From an optimization exercise on the open Yosys and OpenROAD flow, aimed at small area; shortcuts taken in it are not production practice.
In this exercise RTL edits were held to simulation tests only and were not proved equivalent to the original.
Power figures rest on the tool's default switching activity, not on a simulated workload.

### flow/config.mk
export PLATFORM = sky130hd
export DESIGN_NAME = mesi_system
export DESIGN_NICKNAME = mesi_system
export VERILOG_FILES = /design/flow/design.v
export SDC_FILE = /design/flow/constraint.sdc
export NUM_CORES = 4
export LEC_CHECK = 0
export CAP_MARGIN = 20
export CORE_MARGIN = 2
export CORE_UTILIZATION = 50
export PLACE_DENSITY = 0.6
export SLEW_MARGIN = 20
### flow/constraint.sdc
create_clock -name core_clock -period 7.0 [get_ports {clk}]
set_input_delay 1.4000 -clock core_clock [delete_from_list [all_inputs] [get_ports {clk}]]
set_output_delay 1.4000 -clock core_clock [all_outputs]
set_load 0.01 [all_outputs]
### flow/design.v
`default_nettype none
package mesi_pkg;
   localparam int DATA_W    = 32;             
   localparam int ADDR_W    = 5;              
   localparam int MEM_WORDS = 32;             
   localparam int NUM_LINES = 4;              
   localparam int INDEX_W   = 2;              
   localparam int TAG_W     = 3;              
   typedef enum logic [1:0] {
      ST_I = 2'b00,                           
      ST_E = 2'b01,                           
      ST_S = 2'b10,                           
      ST_M = 2'b11                            
   } mesi_state_t;
endpackage
`default_nettype wire
`timescale 1ns/1ps
`default_nettype none
module mesi_system (
   input  logic                         clk,
   input  logic                         rst_n,
   input  logic                         p0_cyc,
   input  logic                         p0_stb,
   input  logic                         p0_we,
   input  logic [mesi_pkg::ADDR_W-1:0]  p0_adr,
   input  logic [mesi_pkg::DATA_W-1:0]  p0_dat_w,
   output logic [mesi_pkg::DATA_W-1:0]  p0_dat_r,
   output logic                         p0_ack,
   input  logic                         p1_cyc,
   input  logic                         p1_stb,
   input  logic                         p1_we,
   input  logic [mesi_pkg::ADDR_W-1:0]  p1_adr,
   input  logic [mesi_pkg::DATA_W-1:0]  p1_dat_w,
   output logic [mesi_pkg::DATA_W-1:0]  p1_dat_r,
   output logic                         p1_ack
);
   localparam int DW = mesi_pkg::DATA_W;
   localparam int NW = mesi_pkg::MEM_WORDS;
   localparam int NL = mesi_pkg::NUM_LINES;
   localparam int IW = mesi_pkg::INDEX_W;
   localparam int TW = mesi_pkg::TAG_W;
   localparam logic [2:0] C_IDLE   = 3'd0;
   localparam logic [2:0] C_ACK    = 3'd1;
   localparam logic [2:0] C_LOOKUP = 3'd7;
   logic [2:0]              cnt;
   logic                    port;             
   logic                    last_port;        
   logic [NW-1:0][DW-1:0]   mem;              
   logic [NW-1:0]           vld;              
   logic [NL-1:0][TW-1:0]   tag0, tag1;       
   logic [NL-1:0][1:0]      st0,  st1;        
   logic                    req0, req1, grant;
   logic                    we;
   logic [mesi_pkg::ADDR_W-1:0] adr;
   logic [DW-1:0]           din;
   logic [IW-1:0]           idx;
   logic [TW-1:0]           tg;
   logic [TW-1:0]           own_tag, oth_tag;
   logic [1:0]              own_st,  oth_st;
   logic                    own_hit, oth_hit;
   logic                    wb;
   logic [2:0]              k;
   logic                    own_upd, oth_upd;
   logic [1:0]              own_new, oth_new;
   logic                    lookup;
   logic [NW-1:0]           sel;
   logic [DW-1:0]           rd;
   assign req0  = p0_cyc & p0_stb;
   assign req1  = p1_cyc & p1_stb;
   assign grant = (req0 & req1) ? ~last_port : req1;    
   assign we  = port ? p1_we    : p0_we;
   assign adr = port ? p1_adr   : p0_adr;
   assign din = port ? p1_dat_w : p0_dat_w;
   assign idx = adr[IW-1:0];
   assign tg  = adr[mesi_pkg::ADDR_W-1:IW];
   assign own_tag = port ? tag1[idx] : tag0[idx];
   assign own_st  = port ? st1[idx]  : st0[idx];
   assign oth_tag = port ? tag0[idx] : tag1[idx];
   assign oth_st  = port ? st0[idx]  : st1[idx];
   assign own_hit = (own_st != mesi_pkg::ST_I) && (own_tag == tg);
   assign oth_hit = (oth_st != mesi_pkg::ST_I) && (oth_tag == tg);
   assign wb      = ~own_hit && (own_st == mesi_pkg::ST_M);   
   always_comb
   begin
      if (own_hit)
         k = (we && own_st == mesi_pkg::ST_S) ? 3'd2 : 3'd1;
      else if (we || oth_hit)
         k = 3'd2;
      else
         k = 3'd3;
      k = k + {2'b00, wb};
   end
   assign own_upd = we | ~own_hit;
   assign own_new = we ? mesi_pkg::ST_M : (oth_hit ? mesi_pkg::ST_S : mesi_pkg::ST_E);
   assign oth_upd = oth_hit & (we | ~own_hit);
   assign oth_new = we ? mesi_pkg::ST_I : mesi_pkg::ST_S;
   assign lookup = (cnt == C_LOOKUP);
   always_ff @(posedge clk)
   begin
      if (!rst_n)
      begin
         cnt       <= C_IDLE;
         last_port <= 1'b0;                   
         st0       <= '0;
         st1       <= '0;
         vld       <= '0;
      end
      else
      begin
         case (cnt)
            C_IDLE:
               if (req0 | req1)
               begin
                  cnt       <= C_LOOKUP;
                  last_port <= grant;
               end
            C_LOOKUP:
               cnt <= k;
            default:
               cnt <= cnt - 3'd1;
         endcase
         if (lookup)
         begin
            if (own_upd)
            begin
               if (port) st1[idx] <= own_new;
               else      st0[idx] <= own_new;
            end
            if (oth_upd)
            begin
               if (port) st0[idx] <= oth_new;
               else      st1[idx] <= oth_new;
            end
            if (we)
               vld[adr] <= 1'b1;
         end
      end
   end
   always_ff @(posedge clk)
   begin
      if (cnt == C_IDLE)
         port <= grant;
      if (lookup && own_upd)
      begin
         if (port) tag1[idx] <= tg;
         else      tag0[idx] <= tg;
      end
   end
   always_ff @(posedge clk)
   begin
      for (int w = 0; w < NW; w++)
         if (lookup && we && adr == w)
            mem[w] <= din;
   end
   always_comb
   begin
      rd = '0;
      for (int w = 0; w < NW; w++)
      begin
         sel[w] = (adr == w) && vld[w];
         rd     = rd | ({DW{sel[w]}} & mem[w]);
      end
   end
   assign p0_dat_r = rd;                      
   assign p1_dat_r = rd;
   assign p0_ack   = (cnt == C_ACK) & ~port;
   assign p1_ack   = (cnt == C_ACK) &  port;
endmodule
`default_nettype wire
### flow/run.sh
#!/bin/bash
# synth_recipe.tcl (not shown) runs the flow's synth.tcl, then flattens the netlist and writes it again
# the make line also repeats each setting of config.mk as NAME=value (left out here)
make -C /OpenROAD-flow-scripts/flow DESIGN_CONFIG=/design/flow/config.mk WORK_HOME=/design/flow/orfs CLKGATE_MAP_FILE= SYNTH_SCRIPT=/design/flow/synth_recipe.tcl finish
==> metrics.md, run 1 <==
| Metric | Value |
|---|---|
| Die area | between 80,000 and 90,000 um2 |
| Share of layout cells above drive strength 1 | approximately 15% |
| Final worst setup slack | between 0.15 and 0.2 ns |
| Top-count cell post-synth | edfxtp_1 |
| Via count | ~26,000 |
| WP data required | roughly 5.6 ns |
| Syn-to-layout area delta | 16.3% |
| Crit path max-delay family | simple AND/OR/NAND/NOR gates |
| Initial antenna violation count | 0 |
| Crit Path Class | in -> out |
| Clk sinks | 1,101 |
| TritonCTS clock tree | built |
| Max Clk Rate | between 100 and 150 MHz |
| Startpoint Class | input port |
| Hold path startpoint | vld[22] |
| Congestion Overflow GR | 0 |
| Worst-path clk slew | about 0.060 ns |
| ANT cells | 0 |
| DRT iter0 DRCs | 4,187 |
| Vias in the first global route | between 20,000 and 30,000 |
| Worst-margin pin slew | 1.18 ns |
| Power density cells | 301 nW/um2 |
| Worst Setup SP | p0_adr[0] |
| Relative slew slack | roughly a fifth |
| Routed wire length | 137 mm |
| WP depth | 11 |
| Final Max Slew Viols | 0 |
| Final Hold Viols | 0 |
| Critical Path Fanout Max | 17 |
| RSZ-0062 raised after global routing | false |
| Pin count of the biggest net entering global routing | 54 |
| Clock latency on the worst-skew pair | a little under 0.7 ns |
| Area share of the largest cell type after synthesis | between 70% and 80% |
| Initial core utilization | between 50% and 60% |
| ANT nets after route | 0 |
| Period utilisation layout | 97.4% |
| Largest stage delay, worst path | between 0.6 and 0.7 ns |
| I/O Buffers | ~150 |
| TNS Setup | 0 ns |
| Hold slack final | between 0.4 and 0.5 ns |
| Worst-path cell chain | clkdlybuf4s50_1 > nor2b_1 > nor2_2 > inv_1 > ha_1 > and2_1 > and3_2 > a222oi_1 > nand3_1 > or4_1 > clkdlybuf4s50_1 |
| Tmin final | around 7 ns |
| Final GP Congestion | 0.871 |
| DR pass1 iterations | 8 |
| CTS Buffer Depth | 3 |
| Top FF cell, synth | edfxtp_1 |
| Root Driver | clkbuf_16 |
| Hold-fix buffers at CTS | 0 |
| Final number of setup-violating endpoints | 0 |
| Top cells by count, synth | edfxtp_1 (1,049), a22oi_1 (419), clkbuf_1 (122), nand4_1 (96), a222oi_1 (64) |
| Post-detail-place hpwl | 78.3 mm |
| CP bufs+invs | 3 |
| Critical path capture point type | output pin |
| Gate Count Post-Synth | between 2,000 and 2,500 |
| First-pass GRT wire length | 191 mm |
| Post-Syn Area per Cell | 17.0 um2 |
| Leak pwr | ~16 nW |
| Total power | about 0.015 W |
| # rows | ~110 |
| Total Routing Usage GR | a little under a third |
| Critical Path AT | 5.42 ns |
| Die Wd | slightly below 300 um |
| I/O pin count | about 150 |
| R2r setup slk | about 2.9 ns |
| CTS H-tree lvls | 3 |
| Peak supply drop | 0.212 mV |
| Worst reg2reg path endpoint | mem[362] |
| Synth area leaders | edfxtp_1 (75%), a22oi_1 (7.5%), dfxtp_1 (2.5%), a222oi_1 (1.5%), nand4_1 (1.4%) |
| Seq/Total Area, Yosys | 77.8% |
| Core area | between 80,000 and 90,000 um2 |
| Setup WS pre-CTS | between 0.1 and 0.15 ns |
| Setup crit end | p1_dat_r[28] |
| Worst Hold Class | reg -> reg |
| Remaining routing DRC violations | 0 |
| Skew final | 0.0238 ns |
| CTS buffer count | roughly 110 |
| FF-to-FF path depth | 7 |
| Status | finished clean |
| WL per Instance | roughly 36 um |
| Max stage delay cell, worst path | or4_1 |
| Die Ht | 293 um |
| Layout Nets | 2,750 |
| Yosys warnings | 1 |
| Vias per cell | around 7 |
| Yosys reg bits | around 1,100 |
| FFs w/ async S/R, synth | 0% |
| CP dominant cell by count | clkdlybuf4s50_1 |
| Yosys top cell by area | edfxtp_1 |
| Synth unique cells | about 70 |
| Post-synth EDFFs | ~1,000 |
| Max Cap Viol | 0 |
| R2R Path Start | cnt[0] |
| Mapped cell area | roughly 42,000 um2 |
## repair_timing
item | 4_1_cts | 5_1_grt
buffers inserted | 0 | 1
gates resized for setup | 0 | 2
endpoints found under the setup margin | 0 | 6
## placed cells by master, fill, tap and decap left out, drive strengths merged, types with 30 or more instances in the layout
cell           count
or4               32
and3              33
mux2              39
a22oi            419
clkdlybuf4s50    147
nand4             96
dfxtp             52
clkinv            38
buf              134
a21oi             41
edfxtp          1049
nor2b             36
a222oi            64
nor2              53
nand3             47
inv               38
o21ai             30
clkbuf           141
mux2i             36
nand2             49
## tightest hold or removal path, delay by kind of cell (launching register included)
kind             cells  cell delay (ns)
flip-flops           1             0.32
AND/OR/NAND/NOR      1             0.09
AO/OA/AOI/OAI        1             0.04
## cell families (layout without fill, tap and decap cells)
logic type	after synthesis	in the layout	share of synthesized area [%]
DFF	1101	1101	77.8
and+or+nand+nor	388	388	5.21
AOI/OAI and AO/OA	635	635	11.5
buffers and inverters	233	514	2.74
adders and majority gates	18	18	0.539
muxes	76	76	2.01
xor gates and xnor gates	5	5	0.105
## final cells by class
cell class | count | area, um2
inverters | 37 | 141
clock buffers | 141 | 2870
multi-input cells | 1122 | 8400
flip-flops and latches | 1101 | 32500
well taps | 1080 | 1350
repair buffers | 281 | 2740
clock inverters | 55 | 572
fillers | 6181 | 34500
## metrics by stage
step / cell area [um2] / instances / utilization (%)
3_5_place_dp: 45200 / 3620 / 54.3
3_3_place_gp: 45100 / 3616 / 54.2
4_1_cts: 48600 / 3816 / 58.5
5_1_grt: 48600 / 3817 / 58.5
6_report: 48600 / 3817 / 58.5
2_1_floorplan: 41800 / 2456 / -
## where the power goes
part / internal (W) / switching, W / leakage, nW / total (W)
registers: 0.00763 / 0.0000281 / 9.85 / 0.00766
logic: 0.000318 / 0.000930 / 4.08 / 0.00125
clock network: 0.00326 / 0.00246 / 1.67 / 0.00572
## how the worst min path moves through the flow
stage	endpoint	slack (ns)	cells after the start
5_1_grt	vld[16]	0.51	2
6_report	vld[22]	0.48	2
3_3_place_gp	vld[1]	0.46	2
3_5_place_dp	vld[22]	0.47	2
2_1_floorplan	vld[16]	0.45	2
4_1_cts	vld[22]	0.48	2
## state kept, by name (all words and copies together), names as in the netlist
name,count
cnt,3
last_port,1
mem,1024
port,1
st0,8
st1,8
tag0,12
tag1,12
vld,32
## routing by layer
layer  GRT usage, %  share of wire (%)
met1           44.2                 37
met4           12.0                4.1
met2           50.8                 46
met3           5.62                 12
met5              0                  0
==> inputs of run 2 (changes only) <==
--- a/flow/design.v
+++ b/flow/design.v
@@ -15,2 +15,12 @@
 endpackage
+`default_nettype wire
+`timescale 1ns/1ps
+`default_nettype none
+module mesi_rd3 (
+   input  logic [2:0] d,                      
+   input  logic [2:0] s,                      
+   output logic       y_n                     
+);
+   assign y_n = ~|(d & s);
+endmodule
 `default_nettype wire
@@ -66,2 +76,6 @@
    logic [NW-1:0]           sel;
+   logic [NW-1:0]           dec;              
+   logic [NW-1:0]           wen;              
+   logic [3:0]              dlo;
+   logic [7:0]              dhi;
    logic [DW-1:0]           rd;
@@ -86,7 +100,6 @@
          k = (we && own_st == mesi_pkg::ST_S) ? 3'd2 : 3'd1;
-      else if (we || oth_hit)
-         k = 3'd2;
+      else if (wb)
+         k = (we || oth_hit) ? 3'd3 : 3'd4;
       else
-         k = 3'd3;
-      k = k + {2'b00, wb};
+         k = (we || oth_hit) ? 3'd2 : 3'd3;
    end
@@ -118,4 +131,6 @@
                cnt <= k;
-            default:
-               cnt <= cnt - 3'd1;
+            3'd4:    cnt <= 3'd3;
+            3'd3:    cnt <= 3'd2;
+            3'd2:    cnt <= 3'd1;
+            default: cnt <= C_IDLE;
          endcase
@@ -133,4 +148,3 @@
             end
-            if (we)
-               vld[adr] <= 1'b1;
+            vld <= vld | wen;
          end
@@ -148,2 +162,14 @@
    end
+   always_comb
+   begin
+      for (int i = 0; i < 4; i++)
+         dlo[i] = (idx == i);
+      for (int i = 0; i < 8; i++)
+         dhi[i] = (tg == i);
+      for (int w = 0; w < NW; w++)
+      begin
+         dec[w] = dhi[w/4] & dlo[w%4];
+         wen[w] = dec[w] & lookup & we;
+      end
+   end
    always_ff @(posedge clk)
@@ -151,13 +177,33 @@
       for (int w = 0; w < NW; w++)
-         if (lookup && we && adr == w)
+         if (wen[w])
             mem[w] <= din;
    end
+   localparam int NG = (NW + 2) / 3;           
+   logic [3*NG-1:0]         sel_x;
+   logic [DW-1:0][3*NG-1:0] bit_x;
+   logic [DW-1:0][NG-1:0]   grp_n;
    always_comb
    begin
-      rd = '0;
       for (int w = 0; w < NW; w++)
-      begin
-         sel[w] = (adr == w) && vld[w];
-         rd     = rd | ({DW{sel[w]}} & mem[w]);
-      end
+         sel[w] = dec[w] & vld[w];
+      sel_x = '0;
+      sel_x[NW-1:0] = sel;
+      for (int b = 0; b < DW; b++)
+      begin
+         bit_x[b] = '0;
+         for (int w = 0; w < NW; w++)
+            bit_x[b][w] = mem[w][b];
+      end
+   end
+   for (genvar b = 0; b < DW; b++)
+   begin : g_rd
+      for (genvar g = 0; g < NG; g++)
+      begin : g_grp
+         mesi_rd3 u_rd3 (
+            .d   (bit_x[b][3*g +: 3]),
+            .s   (sel_x[3*g +: 3]),
+            .y_n (grp_n[b][g])
+         );
+      end
+      assign rd[b] = ~&grp_n[b];
    end
--- a/flow/config.mk
+++ b/flow/config.mk
@@ -9,4 +9,7 @@
 export CORE_MARGIN = 2
-export CORE_UTILIZATION = 50
-export PLACE_DENSITY = 0.6
+export CORE_UTILIZATION = 60
+export CTS_BUF_LIST = sky130_fd_sc_hd__clkbuf_8
+export CTS_CLUSTER_SIZE = 30
+export PLACE_DENSITY = 0.7
 export SLEW_MARGIN = 20
+export SYNTH_HIERARCHICAL = 1
==> metrics.md, run 2 <==
| Metric | Value |
|---|---|
| Status | finished clean |
| Main combinational cell family by area after synthesis | compound AO/OA/AOI/OAI gates |
| Final number of setup-violating endpoints | 0 (unchanged) |
| Final Hold Viols | 0 (unchanged) |
| Max Clk Rate | 149 MHz (+1.5%) |
| Worst-path cell chain | clkdlybuf4s50_1 > and2_1 > nor2_2 > inv_1 > ha_1 > and3_1 > buf_4 > a222oi_1 > nand4_1 > nor2_1 > nand4_1 > clkdlybuf4s50_1 |
| Crit path max-delay family | simple AND/OR/NAND/NOR gates |
| Clock latency on the worst-skew pair | 0.82 ns (+0.14 ns) |
| Simple-gate share of the synthesized area | 4.43% (-0.79 points) |
| Startpoint Class | input port |
| Area after DPL | 43,700 um2 (-3.3%) |
| Combinational power share | 7.4% (-1.1 points) |
| Final GP Congestion | 0.908 (+4.3%) |
| RSZ-0062 raised after global routing | false |
| CTS H-tree lvls | 4 (+1) |
| Hold endpoint | vld[17] |
| Top flop regs | mem: 1024 flops, vld: 32 flops |
| DR pass1 iterations | 10 (+2) |
| Post-synth EDFFs | 1,049 (unchanged) |
| Largest stage delay, worst path | 0.52 ns (-0.10 ns) |
| CTS buffer count | 166 (+55%) |
| Yosys warnings | 7 (+6) |
| Worst reg2reg path endpoint | mem[944] |
| Critical path capture point type | output pin |
| Clk sinks | 1,101 (unchanged) |
| I/O Buffers | 147 (unchanged) |
| CTS Buffer Depth | 3 (unchanged) |
| Relative slew slack | 23.5% (+2.4 points) |
| Final Max Slew Viols | 0 (unchanged) |
| DRT iter0 DRCs | 4,023 (-3.9%) |
| Tmin final | 6.71 ns (-0.101 ns) |
| Root Driver | clkbuf_8 |
| Skew final | 0.0212 ns (-0.00260 ns) |
| Wl on met1 | 38.1 mm (-26%) |
| Post-synthesis mux area share | 2.12% (+0.10 points) |
| Power density cells | 286 nW/um2 (-4.8%) |
| Worst-path clk slew | 0.06 ns (about the same) |
| TNS Setup | 0 ns (unchanged) |
| Vias per cell | 6.90 (+0.90%) |
| Core area | 66,000 um2 (-21%) |
| FF-to-FF path depth | 7 (unchanged) |
| Yosys top cell by area | edfxtp_1 |
| Design area | 46,700 um2 (-3.9%) |
| First-pass GRT wire length | 155 mm (-19%) |
| Initial antenna violation count | 2 (+2) |
| CP bufs+invs | 4 (+1) |
| WP data required | 5.60 ns (about the same) |
| Total Routing Usage GR | 30.9% (-1.0 points) |
| Met2 routed WL | 51.5 mm (-19%) |
| Syn-to-layout area delta | 16.5% |
| Gate Count Post-Synth | 2,084 (-15%) |
| Congestion Overflow GR | 0 (unchanged) |
| Top cells by count, synth | edfxtp_1 (1,049), a222oi_1 (352), nor2_1 (151), nand4_1 (96), dfxtp_1 (52) |
| Clock power frac | 36.0% (-3.1 points) |
| Int Power | 0.0103 W (-8.0%) |
| Largest register FFs | 1,024 (unchanged) |
| Seq/Total Area, Yosys | 81.1% (+3.3 points) |
| WL per Instance | 30.4 um (-15%) |
| Synth unique cells | 61 (-12%) |
| Met3 Routed Length | 12.3 mm (-26%) |
| Post-Syn Area per Cell | 19.3 um2 (+13%) |
| Hold path startpoint | vld[17] |
| R2r setup slk | 2.74 ns (-0.19 ns) |
| Die Wd | 263 um (-10%) |
| Vias in the first global route | 24,339 (-3.8%) |
| Synth area leaders | edfxtp_1 (79%), a222oi_1 (8.8%), dfxtp_1 (2.6%), nand4_1 (1.5%), nor2_1 (1.4%) |
| FFs w/ async S/R, synth | 0% (unchanged) |
| Die Ht | 263 um (-10%) |
| WHS Path Cells | 2 (unchanged) |
| Critical Path Fanout Max | 32 (+15) |
| Initial core utilization | 60.8% (+11 points) |
| Area share of the largest cell type after synthesis | 78.5% (+3.2 points) |
| Seq pwr share | 56.5% (+4.1 points) |
| Worst Hold Class | reg -> reg |
| XOR/XNOR Fraction of Synth Area | 0.0218% (-0.083 points) |
| Die area | 69,000 um2 (-20%) |
| Most frequent cells in the layout | edfxtp_1 (1,049), a222oi_1 (352), clkbuf_8 (173) |
| TritonCTS clock tree | built |
| Mapped cell area | 40,100 um2 (-4.0%) |
| Most common cell after layout, fill and taps aside | edfxtp_1 |
| Hold slack final | 0.463 ns (-0.0214 ns) |
| Period utilisation layout | 95.9% (-1.4 points) |
| Crit Path Class | in -> out |
| Leak pwr | 15.1 nW (-3.0%) |
| Max stage delay cell, worst path | clkdlybuf4s50_1 |
| Remaining routing DRC violations | 0 (unchanged) |
| Share of layout cells above drive strength 1 | 14.1% (-0.85 points) |
| Pin count of the biggest net entering global routing | 46 (-15%) |
| Layout Nets | 2,580 (-6.2%) |
| R2R Path Start | port |
| Via count | 24,000 (-8.1%) |
| I/O pin count | 148 (unchanged) |
| Max Cap Viol | 0 (unchanged) |
| Peak supply drop | 0.216 mV (+2.0%) |
| Critical Path AT | 5.31 ns (-0.11 ns) |
| Routed wire length | 106 mm (-23%) |
| Top FF cell, synth | edfxtp_1 |
| Uppermost layer routed | met5 |
| ANT nets after route | 0 (unchanged) |
| Hold-fix buffers at CTS | 0 (unchanged) |
| Worst-margin pin slew | 1.14 ns (-0.0392 ns) |
| Synth Area in Compound Gates | 11.0% (-0.58 points) |
| Sw Ratio | 22.9% (-0.44 points) |
| Net Sw Power | 0.00307 W (-10%) |
| Top-count cell post-synth | edfxtp_1 |
| # rows | 94 (-11%) |
| Yosys reg bits | 1,101 (unchanged) |
| Post-detail-place hpwl | 61.4 mm (-22%) |
| Synth Area in Adders | 0.281% (-0.26 points) |
| Biggest register | mem |
run 2: kinds of logic after synthesis:
| family | count (synthesis) |
|---|---|
| AO/OA/AOI/OAI | 468 |
| other | 1 |
| multiplexers | 74 |
| adder cells (fa/ha/maj) | 9 |
| buffers and inverters | 74 |
| XOR/XNOR | 1 |
| AND/OR/NAND/NOR | 356 |
| flip-flops | 1101 |
run 2: final cells by class:
type	count	area [um2]
inverters	12	45.0
flip-flops and latches	1101	32500
clock inverters	118	654
diodes	1	2.50
fillers	4011	19300
multi-input cells	972	7630
repair buffers	236	2380
clock buffers	173	2380
well taps	864	1080
run 2: through the flow:
step	total power, W	setup WS, ns	util, %	instances
final	0.0134	0.285	70.8	3477
after global routing	0.0138	0.0513	70.8	3477
after CTS	0.0134	0.118	70.8	3475
after detailed placement	0.00868	0.129	66.2	3184
after global placement	0.00864	0.263	65.9	3177
after floorplan	0.00824	1.66	-	2147
run 2: power by group through the flow:
| stage | clock, W | combinational, W | sequential (W) |
|---|---|---|---|
| 2_1_floorplan | 0 | 0.000570 | 0.00767 |
| 3_3_place_gp | 0 | 0.000945 | 0.00769 |
| 3_5_place_dp | 0 | 0.000988 | 0.00769 |
| 4_1_cts | 0.00488 | 0.000990 | 0.00756 |
| 5_1_grt | 0.00517 | 0.00107 | 0.00756 |
| 6_report | 0.00482 | 0.000994 | 0.00756 |
run 2: modules after synthesis, one instance, submodules excluded:
module,cells,cell area (um2)
mesi_rd3,1,10.0
mesi_system,1732,36600
run 2: routing by layer:
layer	global-route usage (%)	vias up
met5	0	-
met4	12.8	2
met3	7.69	205
met2	50.3	1577
met1	40.1	12083
li1	-	10133
run 2: repair_timing:
| item | CTS | global route |
|---|---|---|
| setup buffers | 0 | 0 |
| endpoints found under the hold margin | 0 | 0 |
| endpoints found under the setup margin | 0 | 16 |
| resized for setup | 0 | 1 |
run 2: worst reg2reg max path, delay by kind of cell (launching register included):
family	cells	cell delay, ns
buf+inv	2	0.70
fa+ha+maj	1	0.40
flops	1	0.83
simple gates	4	1.96
run 2: worst max-delay path by stage:
stage	start	depth (start not counted)	to	slack, ns
6_report	p1_adr[0]	12	p1_dat_r[0]	0.29
5_1_grt	p0_adr[0]	12	p1_dat_r[0]	0.05
4_1_cts	p1_adr[0]	12	p0_dat_r[2]	0.12
3_5_place_dp	p1_adr[0]	12	p1_dat_r[2]	0.13
3_3_place_gp	p1_adr[0]	12	p0_dat_r[2]	0.26
2_1_floorplan	p1_adr[1]	11	p1_dat_r[0]	1.66
==> inputs of run 3 (changes only) <==
--- a/flow/design.v
+++ b/flow/design.v
@@ -85,3 +85,2 @@
    assign we  = port ? p1_we    : p0_we;
-   assign adr = port ? p1_adr   : p0_adr;
    assign din = port ? p1_dat_w : p0_dat_w;
@@ -155,3 +154,6 @@
       if (cnt == C_IDLE)
+      begin
          port <= grant;
+         adr  <= grant ? p1_adr : p0_adr;
+      end
       if (lookup && own_upd)
==> metrics.md, run 3 <==
| Metric | Value |
|---|---|
| Skew final | 0.0404 ns (+0.0192 ns) |
| Top flop regs | mem: 1024 flops, vld: 32 flops |
| Area share of the largest cell type after synthesis | 78.6% (about the same) |
| Most common cell after layout, fill and taps aside | edfxtp_1 |
| Root Driver | clkbuf_8 |
| Final Max Slew Viols | 0 (unchanged) |
| Critical path capture point type | output pin |
| Tmin final | 6.43 ns (-0.288 ns) |
| CP dominant cell by count | nand4_1 |
| Gate Count Post-Synth | 2,113 (+1.4%) |
| Critical Path AT | 5.03 ns (-0.28 ns) |
| Initial core utilization | 60.9% (+0.14 points) |
| Core area | 66,100 um2 (+0.18%) |
| Initial antenna violation count | 5 (+3) |
| TritonCTS clock tree | built |
| First-pass GRT wire length | 160 mm (+3.2%) |
| Seq pwr share | 56.3% (-0.2 points) |
| Yosys top cell by area | edfxtp_1 |
| Status | finished clean |
| Biggest register | mem |
| Total Routing Usage GR | 32.1% (+1.2 points) |
| Int Power | 0.0104 W (+0.49%) |
| Remaining routing DRC violations | 0 (unchanged) |
| Cts repair resizes | 0 (unchanged) |
| Final GP Congestion | 0.879 (-3.2%) |
| Die Ht | 263 um (+0.20%) |
| CTS H-tree lvls | 4 (unchanged) |
| Startpoint Class | register |
| Worst-path cell chain | inv_2 > ha_1 > and3_1 > buf_4 > a222oi_1 > nand4_1 > nor2_1 > nand4_1 > clkdlybuf4s50_1 |
| Vias in the first global route | 24,455 (+0.48%) |
| Top cells by count, synth | edfxtp_1 (1,054), a222oi_1 (352), nor2_1 (157), nand4_1 (100), dfxtp_1 (52) |
| GRT busiest layer | met2 |
| Crit Path Class | reg -> out |
| I/O pin count | 148 (unchanged) |
| Met2 GRT Util | 52.5% (+2.2 points) |
| Die Wd | 263 um (+0.20%) |
| Congestion Overflow GR | 0 (unchanged) |
| WP data required | 5.60 ns (about the same) |
| Combinational power share | 7.8% (+0.4 points) |
| DR pass1 iterations | 12 (+2) |
| Layout Nets | 2,593 (+0.50%) |
| Final Hold Viols | 0 (unchanged) |
| TNS Setup | 0 ns (unchanged) |
| Net Sw Power | 0.00321 W (+4.7%) |
| Share of layout cells above drive strength 1 | 14.6% (+0.46 points) |
| Met1 usage | 41.0% (+0.91 points) |
| Post-Syn Area per Cell | 19.1 um2 (-0.97%) |
| Worst Setup SP | adr[0] |
| WL per Instance | 31.6 um (+4.0%) |
| CTS buffer count | 169 (+1.8%) |
| Largest register FFs | 1,024 (unchanged) |
| Leak pwr | 15.1 nW (+0.19%) |
| Worst-margin pin slew | 1.17 ns (+0.0247 ns) |
| # rows | 94 (unchanged) |
| Power density cells | 291 nW/um2 (+1.6%) |
| Most frequent cells in the layout | edfxtp_1 (1,054), a222oi_1 (352), clkbuf_8 (183) |
| Synth area leaders | edfxtp_1 (79%), a222oi_1 (8.7%), dfxtp_1 (2.6%), nand4_1 (1.6%), nor2_1 (1.5%) |
| DRT iter0 DRCs | 4,268 (+6.1%) |
| Final number of setup-violating endpoints | 0 (unchanged) |
| GR Util met3 | 7.27% (-0.43 points) |
| Hold-fix buffers at CTS | 0 (unchanged) |
| Top-count cell post-synth | edfxtp_1 |
| Critical Path Fanout Max | 19 (-41%) |
| Mapped cell area | 40,300 um2 (+0.41%) |
| Routed wire length | 110 mm (+4.6%) |
| Synth unique cells | 55 (-9.8%) |
| Clock power frac | 35.9% (about the same) |
| Top FF cell, synth | edfxtp_1 |
| Area after DPL | 43,500 um2 (-0.29%) |
| Period utilisation layout | 91.8% (-4.1 points) |
| Syn-to-layout area delta | 15.8% |
| Max Clk Rate | 156 MHz (+4.5%) |
| Peak supply drop | 0.205 mV (-5.0%) |
| FFs w/ async S/R, synth | 0% (unchanged) |
| ANT nets after route | 0 (unchanged) |
| I/O Buffers | 147 (unchanged) |
| Clk sinks | 1,106 (+0.45%) |
| Design area | 46,600 um2 (-0.18%) |
| Worst-path clk slew | 0.06 ns (about the same) |
| Max Cap Viol | 0 (unchanged) |
| Largest stage delay, worst path | 0.74 ns (+0.22 ns) |
| Setup Fix Bufs, Post-CTS | 0 (unchanged) |
| Relative slew slack | 22.0% (-1.5 points) |
| Clock latency on the worst-skew pair | 0.84 ns (+0.02 ns) |
| Vias per cell | 6.98 (+1.1%) |
| Worst Hold Class | reg -> reg |
| Post-detail-place hpwl | 66.3 mm (+7.8%) |
| CTS Buffer Depth | 3 (unchanged) |
| Yosys warnings | 7 (unchanged) |
| Die area | 69,200 um2 (+0.40%) |
| Max stage delay cell, worst path | edfxtp_1 |
| Via count | 24,416 (+1.7%) |
| Hold path startpoint | vld[27] |
| Seq/Total Area, Yosys | 81.2% (about the same) |
| Sw Ratio | 23.7% (+0.73 points) |
| R2R Path Start | adr[0] |
| Post-synth EDFFs | 1,054 (+0.48%) |
| RSZ-0062 raised after global routing | false |
| Yosys reg bits | 1,106 (+0.45%) |
| Pin count of the biggest net entering global routing | 61 (+33%) |
[run 3: changes by cell type in the layout (fill, tap and decap cells not counted), sizes merged, moves of 9 or more]
cell    before  now
buf         89   76
inv         67  107
nand2       29   38
a21oi       11   23
a22oi       16    6
a22o        20    0
clkinv      52   42
clkbuf     173  183
mux2i       32   13
o21ai       13   36
[run 3: layer usage]
layer	vias up	wire length (um)	share of wire, %
met4	2	5220	4.7
met5	-	6	0.0054
met2	1709	54000	49
met3	305	13000	12
met1	12289	38200	35
li1	10111	-	-
[run 3: worst paths after layout]
check | depth (start not counted) | to | slack [ns]
setup reg to reg | 5 | mem[671] | 2.83
setup / recovery | 9 | p1_dat_r[0] | 0.57
hold / removal | 2 | vld[27] | 0.46
hold reg to reg | 2 | vld[27] | 0.46
[run 3: per-module statistics from Yosys (local to each module, per instance)]
module	cells inside	flip-flops and latches
mesi_system	1761	1106
mesi_rd3	1	0
[run 3: layout make-up]
| type | count | area, um2 |
|---|---|---|
| antenna | 2 | 5.00 |
| sequential | 1106 | 32700 |
| inverter | 34 | 128 |
| tap | 864 | 1080 |
| clock inverter | 118 | 574 |
| timing repair buffer | 223 | 2110 |
| clock buffer | 183 | 2520 |
| fill | 4156 | 19500 |
| multi-input combinational | 968 | 7530 |
[run 3: kinds of logic after synthesis]
logic type,count (synthesis),synth area share [%]
adder cells (fa/ha/maj),9,0.280
buffers and inverters,102,1.34
XOR/XNOR,6,0.149
AND/OR/NAND/NOR,377,4.66
multiplexers,63,2.02
AO/OA/AOI/OAI,449,10.4
other,1,0.00931
flip-flops,1106,81.2
[run 3: per-stage QoR]
step / instances / hold WS, ns / utilization (%) / power [W] / setup slack, ns
floorplan: 2176 / 0.432 / - / 0.00839 / 2.83
global placement: 3192 / 0.441 / 65.8 / 0.00878 / 1.58
detailed placement: 3195 / 0.451 / 65.9 / 0.00883 / 1.49
CTS: 3496 / 0.465 / 70.5 / 0.0136 / 0.543
global route: 3498 / 0.481 / 70.6 / 0.0140 / 0.376
finish: 3498 / 0.458 / 70.6 / 0.0136 / 0.573
[run 3: power groups by stage]
stage	Sequential [W]	Clock, W	Combinational [W]
6_report	0.00764	0.00487	0.00106
4_1_cts	0.00764	0.00494	0.00106
3_5_place_dp	0.00777	0	0.00105
5_1_grt	0.00764	0.00523	0.00114
2_1_floorplan	0.00773	0	0.000667
3_3_place_gp	0.00777	0	0.00101
[run 3: worst max-delay path, delay by kind of cell (launching register included)]
kind / cells / cell delay, ns
AND/OR/NAND/NOR: 4 / 1.40
buffers and inverters: 3 / 1.18
flip-flops: 1 / 0.74
adder cells (fa/ha/maj): 1 / 0.54
AO/OA/AOI/OAI: 1 / 0.32
==> inputs of run 4 (changes only) <==
--- a/flow/design.v
+++ b/flow/design.v
@@ -21,2 +21,11 @@
    input  logic [2:0] s,                      
+   output logic       y_n                     
+);
+   assign y_n = ~|(d & s);
+endmodule
+`default_nettype wire
+`default_nettype none
+module mesi_rd2 (
+   input  logic [1:0] d,                      
+   input  logic [1:0] s,                      
    output logic       y_n                     
@@ -182,6 +191,6 @@
    end
-   localparam int NG = (NW + 2) / 3;           
-   logic [3*NG-1:0]         sel_x;
-   logic [DW-1:0][3*NG-1:0] bit_x;
-   logic [DW-1:0][NG-1:0]   grp_n;
+   localparam int NG = NW / 3;                 
+   localparam int NP = NW - 3 * NG;            
+   logic [DW-1:0][NW-1:0]   bit_x;
+   logic [DW-1:0][NG:0]     grp_n;
    always_comb
@@ -190,10 +199,5 @@
          sel[w] = dec[w] & vld[w];
-      sel_x = '0;
-      sel_x[NW-1:0] = sel;
       for (int b = 0; b < DW; b++)
-      begin
-         bit_x[b] = '0;
          for (int w = 0; w < NW; w++)
             bit_x[b][w] = mem[w][b];
-      end
    end
@@ -205,3 +209,3 @@
             .d   (bit_x[b][3*g +: 3]),
-            .s   (sel_x[3*g +: 3]),
+            .s   (sel[3*g +: 3]),
             .y_n (grp_n[b][g])
@@ -209,2 +213,7 @@
       end
+      mesi_rd2 u_rd2 (
+         .d   (bit_x[b][3*NG +: NP]),
+         .s   (sel[3*NG +: NP]),
+         .y_n (grp_n[b][NG])
+      );
       assign rd[b] = ~&grp_n[b];
--- a/flow/config.mk
+++ b/flow/config.mk
@@ -11,3 +11,4 @@
 export CTS_BUF_LIST = sky130_fd_sc_hd__clkbuf_8
-export CTS_CLUSTER_SIZE = 30
+export CTS_CLUSTER_DIAMETER = 60
+export CTS_CLUSTER_SIZE = 16
 export PLACE_DENSITY = 0.7
==> metrics.md, run 4 <==
| Metric | Value |
|---|---|
| Syn-to-layout area delta | 10.9% |
| Gate Count Post-Synth | 2,112 (-0.047%) |
| Most common cell after layout, fill and taps aside | edfxtp_1 |
| Yosys reg bits | 1,106 (unchanged) |
| Peak supply drop | 0.179 mV (-13%) |
| Root Driver | clkbuf_8 |
| Top cells by count, synth | edfxtp_1 (1,054), a222oi_1 (320), nor2_1 (157), nand4_1 (100), dfxtp_1 (52) |
| Seq/Total Area, Yosys | 81.0% (-0.15 points) |
| Remaining routing DRC violations | 0 (unchanged) |
| Max Clk Rate | 155 MHz (-0.64%) |
| Seq pwr share | 65.0% (+8.7 points) |
| Crit Path Class | reg -> out |
| RSZ-0062 raised after global routing | false |
| Yosys top cell by area | edfxtp_1 |
| Synth area leaders | edfxtp_1 (78%), a222oi_1 (7.9%), dfxtp_1 (2.6%), nand4_1 (1.6%), nor2_1 (1.5%) |
| Worst reg2reg path endpoint | mem[775] |
| WHS Path Cells | 2 (unchanged) |
| CTS Buffer Depth | 3 (unchanged) |
| Clk sinks | 1,106 (unchanged) |
| Top flop regs | mem: 1024 flops, vld: 32 flops |
| Power density cells | 262 nW/um2 (-9.9%) |
| TNS Setup | 0 ns (unchanged) |
| Congestion Overflow GR | 0 (unchanged) |
| FFs w/ async S/R, synth | 0% (unchanged) |
| Core area | 66,900 um2 (+1.2%) |
| Final Hold Viols | 0 (unchanged) |
| Worst Hold Class | reg -> reg |
| Startpoint Class | register |
| Final GP Congestion | 0.870 (-1.1%) |
| Synth unique cells | 55 (unchanged) |
| Die Ht | 263 um (about the same) |
| Post-Syn Area per Cell | 19.1 um2 (+0.24%) |
| Design area | 44,800 um2 (-4.0%) |
| Worst-margin pin slew | 1.18 ns (+0.0114 ns) |
| Pin count of the biggest net entering global routing | 60 (-1.6%) |
| Combinational power share | 8.3% (+0.5 points) |
| Net Sw Power | 0.00270 W (-16%) |
| ANT nets after route | 0 (unchanged) |
| Yosys warnings | 7 (unchanged) |
| CTS H-tree lvls | 3 (-1) |
| Via count | 23,247 (-4.8%) |
| Status | finished clean |
| Post-detail-place hpwl | 62.0 mm (-6.4%) |
| Cts repair resizes | 0 (unchanged) |
| # rows | 95 (+1.1%) |
| Total Routing Usage GR | 30.2% (-1.9 points) |
| Clock power frac | 26.7% (-9.2 points) |
| Critical Path Fanout Max | 19 (unchanged) |
| Share of layout cells above drive strength 1 | 12.5% (-2.0 points) |
| Die Wd | 263 um (about the same) |
| First-pass GRT wire length | 152 mm (-5.0%) |
| Layout Nets | 2,435 (-6.1%) |
| Sw Ratio | 23.0% (-0.65 points) |
| CTS buffer count | 80 (-53%) |
| TritonCTS clock tree | built |
| Leak pwr | 13.9 nW (-8.1%) |
| Most frequent cells in the layout | edfxtp_1 (1,054), a222oi_1 (320), clkdlybuf4s50_1 (147) |
| Period utilisation layout | 92.4% (+0.59 points) |
| R2R Path Start | adr[0] |
| Fillcell total | 4,383 (+5.5%) |
| Initial core utilization | 60.3% (-0.63 points) |
| Top FF cell, synth | edfxtp_1 |
| I/O Buffers | 147 (unchanged) |
| Hold-fix buffers at CTS | 0 (unchanged) |
| Area share of the largest cell type after synthesis | 78.4% (-0.15 points) |
| WL per Instance | 32.1 um (+1.7%) |
| Final Max Slew Viols | 0 (unchanged) |
| Max Cap Viol | 0 (unchanged) |
| Skew final | 0.0285 ns (-0.0119 ns) |
| DR pass1 iterations | 13 (+1) |
| Vias in the first global route | 23,120 (-5.5%) |
| Biggest register | mem |
| Critical Path AT | 5.07 ns (+0.04 ns) |
| Vias per cell | 7.15 (+2.4%) |
| R2r setup slk | 2.71 ns (-0.12 ns) |
| Relative slew slack | 21.3% (-0.76 points) |
| FF-to-FF path depth | 5 (unchanged) |
| Top-count cell post-synth | edfxtp_1 |
| Post-synth EDFFs | 1,054 (unchanged) |
| Largest register FFs | 1,024 (unchanged) |
| Hold path startpoint | vld[6] |
| Mapped cell area | 40,400 um2 (+0.19%) |
| Final number of setup-violating endpoints | 0 (unchanged) |
| Hold endpoint | vld[6] |
| Int Power | 0.00903 W (-13%) |
| Area after DPL | 43,400 um2 (-0.41%) |
| Setup Fix Bufs, Post-CTS | 0 (unchanged) |
| Die area | 69,400 um2 (+0.19%) |
| Clock latency on the worst-skew pair | 0.72 ns (-0.12 ns) |
| Initial antenna violation count | 0 (-5) |
| I/O pin count | 148 (unchanged) |
| Worst-path clk slew | 0.10 ns (+0.04 ns) |
| WP data required | 5.60 ns (about the same) |
| Routed wire length | 104 mm (-5.4%) |
| DRT iter0 DRCs | 4,122 (-3.4%) |
| Tmin final | 6.47 ns (+0.0414 ns) |
| Critical path capture point type | output pin |
[run 4: logic make-up (layout without fill, tap and decap cells)]
kind of cell / Yosys count / in the layout / synth area share, %
AO/OA/AOI/OAI: 449 / 449 / 10.6
XOR/XNOR: 6 / 6 / 0.149
adder cells (fa/ha/maj): 9 / 9 / 0.279
buffers and inverters: 102 / 368 / 1.34
flip-flops: 1106 / 1106 / 81.0
multiplexers: 63 / 63 / 2.01
other: 0 / 1 / 0
AND/OR/NAND/NOR: 377 / 377 / 4.65
[run 4: power groups by stage]
stage	Clock (W)	Sequential, W	Combinational [W]
6_report	0.00314	0.00763	0.000968
5_1_grt	0.00342	0.00763	0.00105
4_1_cts	0.00320	0.00763	0.000970
3_5_place_dp	0	0.00778	0.000968
3_3_place_gp	0	0.00778	0.000922
2_1_floorplan	0	0.00773	0.000615
[run 4: routing by layer]
| layer | share of wire, % | up-vias | track usage (%) |
|---|---|---|---|
| met2 | 49 | 1552 | 49.0 |
| met3 | 12 | 222 | 5.52 |
| li1 | - | 9673 | - |
| met5 | 0 | - | 0 |
| met1 | 36 | 11800 | 41.5 |
| met4 | 3.9 | 0 | 10.8 |
[run 4: worst max-delay path by stage]
| stage | startpoint | endpoint | slack (ns) |
|---|---|---|---|
| global route | adr[0] | p0_dat_r[10] | 0.33 |
| CTS | adr[0] | p1_dat_r[13] | 0.56 |
| finish | adr[0] | p1_dat_r[30] | 0.53 |
| detailed placement | adr[0] | p1_dat_r[13] | 1.34 |
| floorplan | adr[0] | p1_dat_r[0] | 2.79 |
| global placement | adr[0] | p1_dat_r[21] | 1.44 |
[run 4: through the flow]
step | setup WS (ns) | hold slack, ns | utilization [%] | instances | total power, W
final | 0.532 | 0.471 | 66.9 | 3252 | 0.0117
after global routing | 0.328 | 0.499 | 66.9 | 3251 | 0.0121
after CTS | 0.561 | 0.473 | 66.8 | 3249 | 0.0118
after detailed placement | 1.34 | 0.450 | 64.8 | 3133 | 0.00875
after global placement | 1.44 | 0.440 | 64.6 | 3128 | 0.00870
after floorplan | 2.79 | 0.432 | - | 2112 | 0.00834
[run 4: critical path, stage by stage (launching register included)]
cell             delay (ns)
edfxtp_1               0.65
inv_2                  0.39
ha_1                   0.79
and3_1                 1.07
buf_4                  0.45
a222oi_1               0.16
nand4_1                0.25
clkdlybuf4s50_1        0.59
[run 4: area by class of cell]
class                      count  area, um2  area share [%]
inverter                      34        128           0.285
clock buffer                  84       1160            2.58
clock inverter                32        221           0.495
timing repair buffer         218       2110            4.72
antenna                        1       2.50         0.00559
tap                          873       1090            2.44
sequential                  1106      32700            73.0
multi-input combinational    904       7370            16.5
[run 4: Yosys stat by module, one instance, submodules excluded]
module / flops+latches / times used / cells
mesi_system: 1106 / 1 / 1760
mesi_rd3: 0 / 320 / 1
mesi_rd2: 0 / 32 / 1
==> inputs of run 5 (changes only) <==
==> flow/flow/run.sh (new file) <==
#!/bin/bash
# Standard layout with two changes: the port buffers use the smallest
# buffer cell, and clock tree synthesis uses clkbuf_8 in clusters of up to
# 16 sinks, without dummy loads.
set -euo pipefail
cd "$(dirname "$0")/.."
export BUFFER_PORTS_ARGS="-buffer_cell sky130_fd_sc_hd__buf_1"
export CTS_ARGS="-sink_clustering_enable -repair_clock_nets -buf_list sky130_fd_sc_hd__clkbuf_8 -sink_clustering_size 16 -sink_clustering_max_diameter 60 -dont_use_dummy_load"
bash standard.sh > standard.log 2>&1
==> flow/standard.sh (new file) <==
#!/bin/bash
# synth_recipe.tcl (not shown) runs the flow's synth.tcl, then flattens the netlist and writes it again
# the make line also repeats each setting of config.mk as NAME=value (left out here)
make -C /OpenROAD-flow-scripts/flow DESIGN_CONFIG=/design/flow/config.mk WORK_HOME=/design/flow/orfs CLKGATE_MAP_FILE= SYNTH_SCRIPT=/design/flow/synth_recipe.tcl "${@:-finish}"
--- a/flow/config.mk
+++ b/flow/config.mk
@@ -10,5 +10,2 @@
 export CORE_UTILIZATION = 60
-export CTS_BUF_LIST = sky130_fd_sc_hd__clkbuf_8
-export CTS_CLUSTER_DIAMETER = 60
-export CTS_CLUSTER_SIZE = 16
 export PLACE_DENSITY = 0.7
removed: flow/run.sh
==> metrics.md, run 5 <==
| Metric | Value |
|---|---|
| DR pass1 iterations | 13 (unchanged) |
| Combinational power share | 8.2% (about the same) |
| Worst-margin pin slew | 1.21 ns (+0.0297 ns) |
| # rows | 95 (unchanged) |
| Vias in the first global route | 22,794 (-1.4%) |
| Hold path startpoint | vld[0] |
| Final Max Slew Viols | 0 (unchanged) |
| R2r setup slk | 2.67 ns (-0.04 ns) |
| Mapped cell area | 40,400 um2 (unchanged) |
| Pin count of the biggest net entering global routing | 60 (unchanged) |
| Max Cap Viol | 0 (unchanged) |
| Vias per cell | 7.26 (+1.6%) |
| Tmin final | 6.09 ns (-0.380 ns) |
| WP data required | 5.60 ns (about the same) |
| CTS Buffer Depth | 3 (unchanged) |
| Congestion Overflow GR | 0 (unchanged) |
| Setup Fix Bufs, Post-CTS | 0 (unchanged) |
| Multi-input logic area | 7390 um2 (+0.17%) |
| Post-layout util | 65.1% (-1.8 points) |
| Largest stage delay, worst path | 0.84 ns (-0.23 ns) |
| Largest register FFs | 1,024 (unchanged) |
| Core area | 66,900 um2 (unchanged) |
| Synth unique cells | 55 (unchanged) |
| Status | finished clean |
| RSZ-0062 raised after global routing | false |
| Total Routing Usage GR | 30.1% (-0.063 points) |
| Top cells by count, synth | edfxtp_1 (1,054), a222oi_1 (320), nor2_1 (157), nand4_1 (100), dfxtp_1 (52) |
| Max stage delay cell, worst path | and3_1 |
| Share of layout cells above drive strength 1 | 12.4% (-0.18 points) |
| I/O Buffers | 147 (unchanged) |
| CTS H-tree lvls | 3 (unchanged) |
| TNS Setup | 0 ns (unchanged) |
| DRT iter0 DRCs | 4,233 (+2.7%) |
| Post-synth EDFFs | 1,054 (unchanged) |
| Remaining routing DRC violations | 0 (unchanged) |
| CP bufs+invs | 3 (unchanged) |
| Worst reg2reg path endpoint | mem[908] |
| Die Wd | 263 um (unchanged) |
| Post-detail-place hpwl | 58.5 mm (-5.8%) |
| Seq/Total Area, Yosys | 81.0% (unchanged) |
| Crit Path Class | reg -> out |
| Cts repair resizes | 0 (unchanged) |
| Crit path max-delay family | simple AND/OR/NAND/NOR gates |
| Clock latency on the worst-skew pair | 0.72 ns (about the same) |
| TritonCTS clock tree | built |
| Power density cells | 263 nW/um2 (+0.40%) |
| Top flop regs | mem: 1024 flops, vld: 32 flops |
| Yosys top cell by area | edfxtp_1 |
| First-pass GRT wire length | 151 mm (-0.15%) |
| Most common cell after layout, fill and taps aside | edfxtp_1 |
| Layout Nets | 2,433 (-0.082%) |
| Yosys warnings | 7 (unchanged) |
| Die area | 69,400 um2 (unchanged) |
| Fillcell total | 4,464 (+1.8%) |
| Final number of setup-violating endpoints | 0 (unchanged) |
| Initial antenna violation count | 0 (unchanged) |
| Most frequent cells in the layout | edfxtp_1 (1,054), a222oi_1 (320), buf_1 (147) |
| Top-count cell post-synth | edfxtp_1 |
| I/O pin count | 148 (unchanged) |
| Area share of the largest cell type after synthesis | 78.4% (unchanged) |
| Peak supply drop | 0.222 mV (+24%) |
| FF+latch area | 32,700 um2 (unchanged) |
| Setup crit end | p1_dat_r[10] |
| Critical Path Fanout Max | 19 (unchanged) |
| Hold-fix buffers at CTS | 0 (unchanged) |
| ANT cells | 0 (-1) |
| WL per Instance | 32.5 um (+1.2%) |
| Max Clk Rate | 164 MHz (+6.2%) |
| Skew final | 0.0866 ns (+0.0581 ns) |
| Final Hold Viols | 0 (unchanged) |
| Root Driver | clkbuf_8 |
| Top FF cell, synth | edfxtp_1 |
| Routed wire length | 104 mm (about the same) |
| WP depth | 7 (unchanged) |
| Critical path capture point type | output pin |
| CTS buffer count | 81 (+1.3%) |
| Yosys reg bits | 1,106 (unchanged) |
| R2R Path Start | adr[0] |
| Leak pwr | 13.3 nW (-4.3%) |
| Via count | 23,337 (+0.39%) |
| Final GP Congestion | 0.849 (-2.4%) |
| Post-Syn Area per Cell | 19.1 um2 (unchanged) |
| Worst Hold Class | reg -> reg |
| Relative slew slack | 19.3% (-2.0 points) |
| Clock power frac | 25.3% (-1.4 points) |
| Startpoint Class | register |
| Worst-path clk slew | 0.09 ns (about the same) |
| Sw Ratio | 23.0% (about the same) |
| Synth area leaders | edfxtp_1 (78%), a222oi_1 (7.9%), dfxtp_1 (2.6%), nand4_1 (1.6%), nor2_1 (1.5%) |
| ANT nets after route | 0 (unchanged) |
| Syn-to-layout area delta | 7.94% |
| FFs w/ async S/R, synth | 0% (unchanged) |
| Gate Count Post-Synth | 2,112 (unchanged) |
| Int Power | 0.00882 W (-2.3%) |
| FF-to-FF path depth | 5 (unchanged) |
| Worst Setup SP | adr[0] |
| Seq pwr share | 66.5% (+1.5 points) |
| Period utilisation layout | 87.0% (-5.4 points) |
| Die Ht | 263 um (unchanged) |
| Initial core utilization | 60.3% (unchanged) |
| Worst-path cell chain | inv_2 > ha_1 > and3_1 > buf_4 > a222oi_1 > nand4_1 > buf_1 |
| Biggest register | mem |
| Critical Path AT | 4.69 ns (-0.38 ns) |
| Net Sw Power | 0.00264 W (-2.2%) |
| Clk sinks | 1,106 (unchanged) |
[run 5: metrics by stage]
step / total power, W / instance area (um2) / std cells / setup WS [ns] / hold WS (ns)
after detailed placement: 0.00871 / 42400 / 3131 / 1.75 / 0.449
after global placement: 0.00866 / 42300 / 3125 / 1.77 / 0.441
final: 0.0115 / 43600 / 3213 / 0.912 / 0.470
after global routing: 0.0118 / 43600 / 3213 / 0.727 / 0.491
after floorplan: 0.00834 / 40400 / 2112 / 2.79 / 0.432
after CTS: 0.0115 / 43500 / 3212 / 0.992 / 0.469
[run 5: layer usage]
metal | part of all wire [%] | vias up | GRT usage [%] | wire length, um
met5 | 0 | - | 0 | 0
li1 | - | 9629 | - | -
met1 | 36 | 11811 | 42.7 | 37900
met3 | 13 | 190 | 5.20 | 13200
met4 | 3.2 | 0 | 9.48 | 3340
met2 | 48 | 1707 | 48.4 | 50000
[run 5: cell type report]
cell class | instances | area share [%]
clock buffers | 81 | 2.56
multi-input cells | 904 | 17.0
well taps | 873 | 2.51
inverters | 34 | 0.293
flip-flops and latches | 1106 | 75.0
repair buffers | 215 | 2.65
[run 5: kinds of logic after synthesis]
family | after synthesis | synth area share [%]
DFF | 1106 | 81.0
buffers and inverters | 102 | 1.34
and+or+nand+nor | 377 | 4.65
muxes | 63 | 2.01
adders and majority gates | 9 | 0.279
AOI/OAI and AO/OA | 449 | 10.6
xor gates and xnor gates | 6 | 0.149
[run 5: how the worst min path moves through the flow]
stage,endpoint,slack (ns),depth (start not counted)
global placement,vld[19],0.44,2
CTS,vld[0],0.47,2
finish,vld[0],0.47,2
detailed placement,vld[0],0.45,2
floorplan,vld[0],0.43,2
global route,vld[8],0.49,2
[run 5: Yosys stat by module, one instance, submodules excluded]
module | area (um2) | flip-flops and latches | times used | cells
mesi_rd2 | 12.5 | 0 | 32 | 1
mesi_system | 36800 | 1106 | 1 | 1760
mesi_rd3 | 10.0 | 0 | 320 | 1
[run 5: worst min-delay path: cells and delay by family (launching register included)]
kind	cells	cell delay (ns)
simple gates	2	0.12
flops	1	0.33
[run 5: power by group through the flow]
stage,clock (W),sequential (W),combinational (W)
global route,0.00316,0.00763,0.00102
finish,0.00290,0.00762,0.000940
global placement,0,0.00777,0.000894
floorplan,0,0.00773,0.000615
detailed placement,0,0.00777,0.000941
CTS,0.00294,0.00762,0.000940
==> inputs of run 6 (changes only) <==
--- a/flow/design.v
+++ b/flow/design.v
@@ -27,8 +27,9 @@
 `default_nettype none
-module mesi_rd2 (
-   input  logic [1:0] d,                      
-   input  logic [1:0] s,                      
-   output logic       y_n                     
+module mesi_wmux (
+   input  logic wen_n,                        
+   input  logic din_n,                        
+   input  logic q,                            
+   output logic y
 );
-   assign y_n = ~|(d & s);
+   assign y = ~((wen_n | din_n) & ~(wen_n & q));
 endmodule
@@ -56,2 +57,3 @@
    localparam int DW = mesi_pkg::DATA_W;
+   localparam int AW = mesi_pkg::ADDR_W;
    localparam int NW = mesi_pkg::MEM_WORDS;
@@ -60,2 +62,4 @@
    localparam int TW = mesi_pkg::TAG_W;
+   localparam int NR = NW / 3;                
+   localparam int NP = NW - 3 * NR;           
    localparam logic [2:0] C_IDLE   = 3'd0;
@@ -64,5 +68,10 @@
    logic [2:0]              cnt;
+   logic                    post;             
    logic                    port;             
    logic                    last_port;        
-   logic [NW-1:0][DW-1:0]   mem;              
+   logic [AW-1:0]           adr;              
+   logic [NR-1:0][2:0][DW-1:0] ring3;         
+   logic [NP-1:0][DW-1:0]      ring2;         
+   logic [2:0]              ph3;              
+   logic                    ph2;              
    logic [NW-1:0]           vld;              
@@ -71,4 +80,6 @@
    logic                    req0, req1, grant;
+   logic                    idle, lookup;
+   logic                    psel;             
    logic                    we;
-   logic [mesi_pkg::ADDR_W-1:0] adr;
+   logic [AW-1:0]           wadr;             
    logic [DW-1:0]           din;
@@ -83,16 +94,26 @@
    logic [1:0]              own_new, oth_new;
-   logic                    lookup;
-   logic [NW-1:0]           sel;
-   logic [NW-1:0]           dec;              
-   logic [NW-1:0]           wen;              
-   logic [3:0]              dlo;
-   logic [7:0]              dhi;
+   logic                    wr_now;           
+   logic [NR:0]             rdec_w, rdec_r;   
+   logic [2:0]              off_w,  off_r;    
+   logic [2:0]              m3_w,   m3_r;     
+   logic [1:0]              m2_w,   m2_r;     
+   logic                    vld_a;
+   logic [NR-1:0]           wen3;
+   logic                    wen2;
+   logic [NR-1:0][2:1]      sel3;             
+   logic                    sel2;             
+   logic                    use_cp;           
+   logic [DW-1:0]           rd_cp;            
    logic [DW-1:0]           rd;
-   assign req0  = p0_cyc & p0_stb;
-   assign req1  = p1_cyc & p1_stb;
-   assign grant = (req0 & req1) ? ~last_port : req1;    
-   assign we  = port ? p1_we    : p0_we;
-   assign din = port ? p1_dat_w : p0_dat_w;
+   assign req0   = p0_cyc & p0_stb;
+   assign req1   = p1_cyc & p1_stb;
+   assign grant  = (req0 & req1) ? ~last_port : req1;   
+   assign idle   = (cnt == C_IDLE);
+   assign lookup = (cnt == C_LOOKUP);
+   assign psel = idle ? grant : port;
+   assign we   = psel ? p1_we    : p0_we;
+   assign din  = psel ? p1_dat_w : p0_dat_w;
+   assign wadr = idle ? (grant ? p1_adr : p0_adr) : adr;
    assign idx = adr[IW-1:0];
-   assign tg  = adr[mesi_pkg::ADDR_W-1:IW];
+   assign tg  = adr[AW-1:IW];
    assign own_tag = port ? tag1[idx] : tag0[idx];
@@ -117,3 +138,2 @@
    assign oth_new = we ? mesi_pkg::ST_I : mesi_pkg::ST_S;
-   assign lookup = (cnt == C_LOOKUP);
    always_ff @(posedge clk)
@@ -123,3 +143,6 @@
          cnt       <= C_IDLE;
+         post      <= 1'b0;
          last_port <= 1'b0;                   
+         ph3       <= 3'b001;
+         ph2       <= 1'b0;
          st0       <= '0;
@@ -144,2 +167,5 @@
          endcase
+         post <= lookup;
+         ph3  <= {ph3[1:0], ph3[2]};
+         ph2  <= ~ph2;
          if (lookup)
@@ -156,3 +182,4 @@
             end
-            vld <= vld | wen;
+            if (we)
+               vld[adr] <= 1'b1;
          end
@@ -162,6 +189,6 @@
    begin
-      if (cnt == C_IDLE)
+      if (idle)
       begin
          port <= grant;
-         adr  <= grant ? p1_adr : p0_adr;
+         adr  <= wadr;
       end
@@ -173,13 +200,54 @@
    end
+   function automatic logic [NR+3:0] place(input logic [AW-1:0] a);
+      place = '0;                               
+      for (int w = 0; w < NW; w++)
+         if (a == w)
+         begin
+            place[3 + w / 3] = 1'b1;
+            place[w % 3]     = 1'b1;
+         end
+   endfunction
+   function automatic logic [2:0] slot3(input logic [2:0] of, input logic [2:0] ph);
+      for (int s = 0; s < 3; s++)
+         slot3[s] = (of[0] & ph[s]) | (of[1] & ph[(s + 2) % 3]) | (of[2] & ph[(s + 1) % 3]);
+   endfunction
+   assign {rdec_w, off_w} = place(wadr);
+   assign {rdec_r, off_r} = place(adr);
+   assign m3_w  = slot3(off_w, ph3);
+   assign m3_r  = slot3(off_r, ph3);
+   assign m2_w  = {off_w[0] ^ ph2, off_w[0] ~^ ph2};
+   assign m2_r  = {off_r[0] ^ ph2, off_r[0] ~^ ph2};
+   assign vld_a = vld[adr];
+   assign wr_now = we & ((idle & (req0 | req1)) | lookup | post);
    always_comb
    begin
-      for (int i = 0; i < 4; i++)
-         dlo[i] = (idx == i);
-      for (int i = 0; i < 8; i++)
-         dhi[i] = (tg == i);
-      for (int w = 0; w < NW; w++)
-      begin
-         dec[w] = dhi[w/4] & dlo[w%4];
-         wen[w] = dec[w] & lookup & we;
-      end
+      for (int r = 0; r < NR; r++)
+      begin
+         wen3[r]    = wr_now & rdec_w[r] & m3_w[2];
+         sel3[r][1] = rdec_r[r] & m3_r[1] & vld_a;
+         sel3[r][2] = rdec_r[r] & m3_r[2] & vld_a;
+      end
+      wen2   = wr_now & rdec_w[NR] & m2_w[1];
+      sel2   = rdec_r[NR] & m2_r[1] & vld_a;
+      use_cp = vld_a & (rdec_r[NR] ? m2_r[0] : m3_r[0]);
+   end
+   logic [NR-1:0][DW-1:0]   nxt3;
+   logic [DW-1:0]           nxt2;
+   for (genvar b = 0; b < DW; b++)
+   begin : g_wr
+      for (genvar r = 0; r < NR; r++)
+      begin : g_ring
+         mesi_wmux u_wmux (
+            .wen_n (~wen3[r]),
+            .din_n (~din[b]),
+            .q     (ring3[r][2][b]),
+            .y     (nxt3[r][b])
+         );
+      end
+      mesi_wmux u_wmux2 (
+         .wen_n (~wen2),
+         .din_n (~din[b]),
+         .q     (ring2[1][b]),
+         .y     (nxt2[b])
+      );
    end
@@ -187,17 +255,33 @@
    begin
-      for (int w = 0; w < NW; w++)
-         if (wen[w])
-            mem[w] <= din;
-   end
-   localparam int NG = NW / 3;                 
-   localparam int NP = NW - 3 * NG;            
-   logic [DW-1:0][NW-1:0]   bit_x;
-   logic [DW-1:0][NG:0]     grp_n;
+      for (int r = 0; r < NR; r++)
+      begin
+         ring3[r][0] <= nxt3[r];
+         ring3[r][1] <= ring3[r][0];
+         ring3[r][2] <= ring3[r][1];
+      end
+      ring2[0] <= nxt2;
+      ring2[1] <= ring2[0];
+   end
+   localparam int NT = 2 * NR + 1;            
+   localparam int NG = NT / 3;                
+   logic [NT-1:0]           tsel;
+   logic [DW-1:0][NT-1:0]   tdat;
+   logic [DW-1:0][NG-1:0]   grp_n;
    always_comb
    begin
-      for (int w = 0; w < NW; w++)
-         sel[w] = dec[w] & vld[w];
+      for (int r = 0; r < NR; r++)
+      begin
+         tsel[2*r]     = sel3[r][1];
+         tsel[2*r + 1] = sel3[r][2];
+      end
+      tsel[NT-1] = sel2;
       for (int b = 0; b < DW; b++)
-         for (int w = 0; w < NW; w++)
-            bit_x[b][w] = mem[w][b];
+      begin
+         for (int r = 0; r < NR; r++)
+         begin
+            tdat[b][2*r]     = ring3[r][1][b];
+            tdat[b][2*r + 1] = ring3[r][2][b];
+         end
+         tdat[b][NT-1] = ring2[1][b];
+      end
    end
@@ -208,4 +292,4 @@
          mesi_rd3 u_rd3 (
-            .d   (bit_x[b][3*g +: 3]),
-            .s   (sel[3*g +: 3]),
+            .d   (tdat[b][3*g +: 3]),
+            .s   (tsel[3*g +: 3]),
             .y_n (grp_n[b][g])
@@ -213,8 +297,7 @@
       end
-      mesi_rd2 u_rd2 (
-         .d   (bit_x[b][3*NG +: NP]),
-         .s   (sel[3*NG +: NP]),
-         .y_n (grp_n[b][NG])
-      );
-      assign rd[b] = ~&grp_n[b];
+      assign rd[b] = ~&grp_n[b] | (use_cp & rd_cp[b]);
+   end
+   always_ff @(posedge clk)
+   begin
+      rd_cp <= rd;
    end
==> metrics.md, run 6 <==
| Metric | Value |
|---|---|
| Status | finished clean |
| Seq/Total Area, Yosys | 68.5% (-12 points) |
| Yosys warnings | 7 (unchanged) |
| Yosys top cell by area | dfxtp_1 |
| Clock latency on the worst-skew pair | 0.71 ns (about the same) |
| I/O Buffers | 147 (unchanged) |
| Vias per cell | 6.08 (-16%) |
| Peak supply drop | 0.293 mV (+32%) |
| Final number of setup-violating endpoints | 0 (unchanged) |
| Remaining routing DRC violations | 0 (unchanged) |
| Post-synth EDFFs | 29 (-97%) |
| Synth area leaders | dfxtp_1 (66%), a222oi_1 (6.7%), o21ai_1 (5.3%), nand2_1 (4.5%), edfxtp_1 (2.6%) |
| Total Routing Usage GR | 28.6% (-1.5 points) |
| CTS Buffer Depth | 3 (unchanged) |
| Final worst setup slack | 0.357 ns (-0.555 ns) |
| Layout Nets | 3,141 (+29%) |
| Post-Syn Area per Cell | 11.9 um2 (-38%) |
| Worst Hold Class | reg -> reg |
| DR pass1 iterations | 9 (-4) |
| Crit Path Class | reg -> out |
| Max Clk Rate | 151 MHz (-8.4%) |
| RSZ-0062 raised after global routing | false |
| Cts repair resizes | 0 (unchanged) |
| Critical path capture point type | output pin |
| CTS H-tree lvls | 3 (unchanged) |
| Syn-to-layout area delta | 8.14% |
| Die Wd | 241 um (-8.3%) |
| Final GP Congestion | 0.884 (+4.1%) |
| Worst-path clk slew | 0.10 ns (about the same) |
| Skew final | 0.0996 ns (+0.0130 ns) |
| TNS Setup | 0 ns (unchanged) |
| Hold-fix buffers at CTS | 0 (unchanged) |
| Power density cells | 385 nW/um2 (+46%) |
| Gate Count Post-Synth | 2,845 (+35%) |
| Relative slew slack | 25.8% (+6.5 points) |
| Core area | 56,100 um2 (-16%) |
| Largest register FFs | 960 (-6.3%) |
| Vias in the first global route | 22,458 (-1.5%) |
| FF+latch area | 23,200 um2 (-29%) |
| Routed wire length | 84.1 mm (-20%) |
| TritonCTS clock tree | built |
| Synth unique cells | 84 (+53%) |
| Period utilisation layout | 94.9% (+7.9 points) |
| WL per Instance | 22.1 um (-32%) |
| Root Driver | clkbuf_8 |
| Pin count of the biggest net entering global routing | 65 (+8.3%) |
| Initial core utilization | 60.3% (about the same) |
| Top-count cell post-synth | dfxtp_1 |
run 6: layout make-up:
class,count,share of cell area [%]
clock buffer,83,3.12
inverter,47,0.513
timing repair buffer,200,2.80
tap,756,2.59
sequential,1143,63.4
multi-input combinational,1571,27.6
run 6: path summary, 6_finish.rpt:
check,startpoint,end,slack [ns],depth (start not counted)
max,adr[0],p0_dat_r[0],0.36,14
min,ring3[597],ring3[629],0.29,0
max reg2reg,adr[0],rd_cp[0],2.46,13
min reg2reg,ring3[597],ring3[629],0.29,0
run 6: metrics by stage:
step / cells / cell area, um2 / utilization (%)
after floorplan: 2845 / 33800 / -
after global placement: 3716 / 35400 / 63.1
after detailed placement: 3716 / 35400 / 63.1
after CTS: 3799 / 36500 / 65.2
after global routing: 3800 / 36600 / 65.2
final: 3800 / 36600 / 65.2
run 6: logic make-up after synthesis:
group	after synthesis	synth area share, %
fa+ha+maj	13	0.481
simple gates	682	8.87
mux	81	3.19
buf+inv	131	2.31
flops	1143	68.5
compound gates	785	16.3
xor+xnor	10	0.281
run 6: routing by layer:
layer	GRT usage [%]	up-vias	routed length [um]
li1	-	10935	-
met3	4.79	136	7000
met4	9.24	0	2070
met1	39.7	11071	36500
met5	0	-	0
met2	45.8	958	38500
run 6: report_power, final:
| part | switching, W | leakage [nW] | total, W | internal (W) |
|---|---|---|---|---|
| Clock | 0.00189 | 0.597 | 0.00295 | 0.00107 |
| Combinational | 0.00158 | 3.56 | 0.00238 | 0.000797 |
| Sequential | 0.000719 | 9.27 | 0.00873 | 0.00801 |
| Total | 0.00419 | 13.4 | 0.0141 | 0.00988 |
run 6: worst max-delay path: cells and delay by family, from the launching register on:
family / cells / cell delay [ns]
multiplexers: 1 / 0.50
AND/OR/NAND/NOR: 4 / 0.98
flip-flops: 1 / 0.45
adder cells (fa/ha/maj): 1 / 0.46
buffers and inverters: 4 / 1.08
AO/OA/AOI/OAI: 4 / 1.13
run 6: Yosys stat by module, one instance, submodules excluded:
module       times used  cells inside  flops+latches  area, um2
mesi_rd3            224             1              0       10.0
mesi_system           1          1917           1143      28500
mesi_wmux           352             2              0       8.76

re-timing with driven ports:
The flow's constraints put no driver on any port. The routed layouts listed below were extracted and timed again, unchanged, in two steps.
Step 1 assumes that a clkbuf_16 drives the clock port and a buf_2 every other input.
Step 2 also shifts input and output timing later by t, the mid clock arrival at the registers, as if the neighbouring blocks saw the same clock.
Three values: no drivers, after step 1, after step 2; two values: the first two.
run	t (ns)	setup slack, ns	hold WS [ns]	worst register clock-pin slew, ns
run 1	0.728	0.184 / 0.158 / 0.158	0.485 / 0.485 / 0.485	0.07 / 0.07
run 2	0.873	0.285 / 0.261 / 0.261	0.463 / 0.463 / 0.463	0.07 / 0.07
run 3	0.880	0.573 / 0.512 / 1.392	0.458 / 0.458 / 0.458	0.07 / 0.07
run 4	0.760	0.532 / 0.472 / 1.232	0.471 / 0.471 / 0.471	0.11 / 0.11
run 5	0.735	0.912 / 0.852 / 1.587	0.470 / 0.470 / 0.470	0.10 / 0.10
run 6	0.717	0.357 / 0.298 / 1.015	0.289 / 0.289 / 0.289	0.10 / 0.10
After both steps every run listed still meets setup and hold. For run 1, which loses most, drivers alone change the setup slack by -0.026 ns; drivers and shift together by -0.026 ns.
